Background: an optimization exercise with open tools, aiming at small area, a short achievable clock period and few clock cycles per item. Do not read the settings as production practice. RTL that was checked went through simulation tests only; none was proved equivalent to the original. The flow treats the clock pin as an ideal source, which a real chip does not have. Power is estimated from default activity; no workload was simulated.

// ts_packet_header_parser
module ts_packet_header_parser (
  input  logic        clk,
  input  logic        rst,
  input  logic        byte_valid,
  output logic        byte_stall,
  input  logic [8:0]  byte_data,   
  output logic        rec_valid,
  input  logic        rec_stall,
  output logic [72:0] rec_data
);
clock: 8.0 ns
lec_check: 0
abc_area: 1
cap_margin: 20
core_margin: 2
core_utilization: 50
place_density: 0.8
slew_margin: 20
standard.sh (not shown) runs the stock make flow with config.mk's settings and CLKGATE_MAP_FILE= SYNTH_SCRIPT=/design/flow/synth_recipe.tcl, a recipe that flattens the netlist after the stock synthesis.
==> flow/flow/run.sh <==
#!/bin/bash
# The standard layout (standard.sh: the standard flow's synthesis and ORFS flow) with these
# changes to how it is made:
#  - port buffers are buf_2 cells rather than the delay cells buffer_ports picks by
#    default; every port still gets its own buffer;
#  - the clock tree is built from clkbuf_4 cells under a clkbuf_16 root, with no
#    dummy loads; flow/post_cts.tcl then upsizes to clkbuf_8 any of them whose
#    flip-flop clock pins would see a high slew;
set -euo pipefail
export BUFFER_PORTS_ARGS="-buffer_cell sky130_fd_sc_hd__buf_2"
export CTS_ARGS="-sink_clustering_enable -repair_clock_nets -buf_list sky130_fd_sc_hd__clkbuf_4 -root_buf sky130_fd_sc_hd__clkbuf_16 -dont_use_dummy_load"
export POST_CTS_TCL="$(pwd)/flow/post_cts.tcl"
export SETUP_SLACK_MARGIN=5.4
bash standard.sh finish > standard_flow.log 2>&1
==> flow/flow/post_cts.tcl <==
set_propagated_clock [all_clocks]
estimate_parasitics -placement
set upsized 0
foreach inst [get_cells *] {
  if {[get_property $inst ref_name] ne "sky130_fd_sc_hd__clkbuf_4"} { continue }
  set worst 0.0
  foreach opin [get_pins -of_objects $inst -filter "direction==output"] {
    foreach p [get_pins -of_objects [get_nets -of_objects $opin] -filter "direction==input"] {
      set s [get_property $p slew_max]
      if {$s > $worst} { set worst $s }
    }
  }
  if {$worst > 0.090} {
    replace_cell [get_property $inst full_name] sky130_fd_sc_hd__clkbuf_8
    incr upsized
  }
}
puts "post_cts: upsized $upsized clock buffers to clkbuf_8"
if {$upsized > 0} {
  detailed_placement
  check_placement -verbose
  estimate_parasitics -placement
}
Next try:
--- a/flow/design.v
+++ b/flow/design.v
@@ -48,18 +48,20 @@
   localparam int P_SPL   = tsph_pkg::P_SPL;
   localparam int P_PRIV  = tsph_pkg::P_PRIV;
   localparam int P_EXT   = tsph_pkg::P_EXT;
   localparam int P_LTW   = tsph_pkg::P_LTW;
   localparam int P_RATE  = tsph_pkg::P_RATE;
   localparam int P_SEAM  = tsph_pkg::P_SEAM;
   logic        in_vld, in_vld_n;
   logic [8:0]  in_q, in_q_n;
   logic        bs_q, bs_n;
+  logic        in_sync, in_zero, in_long;    
+  logic        in_sync_n, in_zero_n, in_long_n;
   logic        ov, ov_n;
   logic [3:0]  okind, ekind;
   logic [1:0]  ost, est;
   logic        olast, elast;
   logic        emit;
   logic [15:0] ph, ph_n;        
   logic        pt, pt_n;        
   logic [5:0]  fcnt, fcnt_n;    
   logic [7:0]  bpos, bpos_n;    
@@ -90,32 +92,32 @@
   logic        hshift;        
   logic        pos0_n, quiet_n, calm_n, free_n;
   assign b     = in_q[8:1];
   assign pos0  = in_q[0] || wrap;
   assign quiet = ph[P_IDLE] || ph[P_PAY];
   assign calm  = quiet || ph[P_ALEN] || ph[P_AFL] || ph[P_STUFF] || ph[P_EXT];
   assign fld   = ph[P_PCR] || ph[P_OPCR] || ph[P_SPL] || ph[P_PRIV] || ph[P_EXT] ||
                  ph[P_LTW] || ph[P_RATE] || ph[P_SEAM];
   assign last  = fcnt[0];
-  assign sync  = (b == tsph_pkg::SYNC_CODE);
+  assign sync  = in_sync;
   assign do_pend = !ov && ph[P_PEND];
   assign do_t0   = !ov && in_vld && pos0 && !quiet && !ph[P_PEND];
   assign consume = in_vld && (ph[P_PEND] ? (!ov && !pos0)
                                          : (!(pos0 && !quiet) && (!ov || (calm && !pos0))));
   assign cq      = consume && pos0;     
   assign cn      = consume && !pos0 && !ph[P_PEND];
   assign t_hdr   = cn && ph[P_HDR] && last;
   assign t_alen  = cn && ph[P_ALEN];
   assign t_afl   = cn && ph[P_AFL];
   assign t_pskip = cn && ph[P_PSKIP] && (val[16:9] == 8'd1);
   assign t_stuff = cn && ph[P_STUFF] && (abl == 8'd1);
   assign t_fld   = cn && fld && last;
-  assign t_priv  = t_fld && ph[P_PRIV] && (b != 8'd0);
+  assign t_priv  = t_fld && ph[P_PRIV] && !in_zero;
   assign adv     = t_afl || t_pskip || (t_fld && !t_priv);
   always_comb begin
     if (ph[P_AFL])      fs = {b[4:0], 3'd0};
     else if (ph[P_EXT]) fs = {5'd0, b[7:5]};
     else                fs = fl;
     adv_ph  = '0;
     adv_pt  = 1'b0;
     adv_cnt = '0;
     adv_fl  = fs;
@@ -214,22 +216,22 @@
         ph_n[P_ALEN] = 1'b1;
       end else begin
         ph_n[P_PEND] = 1'b1;
         pt_n         = 1'b0;
       end
     end
     if (t_alen) begin
       abl_n = b;
       ph_n  = '0;
-      if (b > ALEN_MAX) begin
+      if (in_long) begin
         ph_n[P_PEND] = 1'b1;
         pt_n         = 1'b1;
-      end else if (b == 8'd0) begin
+      end else if (in_zero) begin
         ph_n[P_PEND] = 1'b1;
         pt_n         = 1'b0;
       end else begin
         ph_n[P_AFL] = 1'b1;
       end
     end
     if (t_stuff) begin
       ph_n = '0;
       ph_n[P_PEND] = 1'b1;
@@ -301,18 +303,21 @@
     wrap_n = wrap;
     if (consume) begin
       bpos_n = pos0 ? 8'd1 : bpos + 8'd1;
       wrap_n = !pos0 && (bpos == POS_WRAP - 8'd1);
     end
   end
   assign ov_n     = ov ? rec_stall : emit;
   assign in_vld_n = (in_vld && !consume) || (byte_valid && !bs_q);
   assign in_q_n   = bs_q ? in_q : byte_data;
+  assign in_sync_n = bs_q ? in_sync : (byte_data[8:1] == tsph_pkg::SYNC_CODE);
+  assign in_zero_n = bs_q ? in_zero : (byte_data[8:1] == 8'd0);
+  assign in_long_n = bs_q ? in_long : (byte_data[8:1] > ALEN_MAX);
   assign pos0_n   = in_q_n[0] || wrap_n;
   assign quiet_n  = ph_n[P_IDLE] || ph_n[P_PAY];
   assign calm_n   = quiet_n || ph_n[P_ALEN] || ph_n[P_AFL] || ph_n[P_STUFF] || ph_n[P_EXT];
   assign free_n   = !ov_n;
   assign bs_n     = in_vld_n && (free_n ? (pos0_n && !quiet_n)
                                         : (ph_n[P_PEND] || !calm_n || pos0_n));
   always_ff @(posedge clk) begin
     if (rst) begin
       in_vld <= 1'b0;
@@ -323,19 +328,22 @@
     end else begin
       in_vld <= in_vld_n;
       bs_q   <= bs_n;
       ov     <= ov_n;
       ph     <= ph_n;
       wrap   <= wrap_n;
     end
   end
   always_ff @(posedge clk) begin
-    in_q <= in_q_n;
+    in_q    <= in_q_n;
+    in_sync <= in_sync_n;
+    in_zero <= in_zero_n;
+    in_long <= in_long_n;
     bpos <= bpos_n;
     pt   <= pt_n;
     fcnt <= fcnt_n;
     abl  <= abl_n;
     fl   <= fl_n;
     hl  <= (hl & {24{!(cq || hshift)}}) | ({hl[15:0], b} & {24{hshift}});
     val <= (val & ~ve) | (vd & ve);
     if (emit) begin
       okind <= ekind;
The new run completed without violations.
Cell area shrinks by 0.61%.
Utilization is lower by 0.84 points.
Power increases by 5.7%.
Wire length came out lower by 2.1%.
Clock-buffer cell count does not change.
Testbench counts after the change, summed over its fixed seeds: cycles 36,328, bytes 36,128.
Only the layout flow was run in the first run of this note; the RTL was not checked for function there.

-- port drivers added, routing unchanged --
The flow's constraints put no driver on any port. The routed layouts listed below were extracted and timed again, unchanged, in two steps.
Step 1 sets driving cells, clkbuf_16 on the clock port and buf_2 on the other inputs (assumed; they add their load-dependent delay and slew).
Step 2 moves the port delays by t, midway between the first and last clock arrival at a register: inputs arrive t later, outputs are due t later. That takes back most of the time a late clock gives input paths.
a / b / c = ideal / step 1 / step 2; a / b = the first two.
run | shift t [ns] | slack for setup (ns) | worst setup path at the end
the first run | 0.396 | 5.397 / 5.360 / 5.402 | input to register
the second run | 0.398 | 5.423 / 5.382 / 5.404 | input to register
After both steps setup and hold are still met in every run listed. For the second run, which loses most, drivers alone change the setup slack by -0.041 ns; drivers and shift together by -0.019 ns.
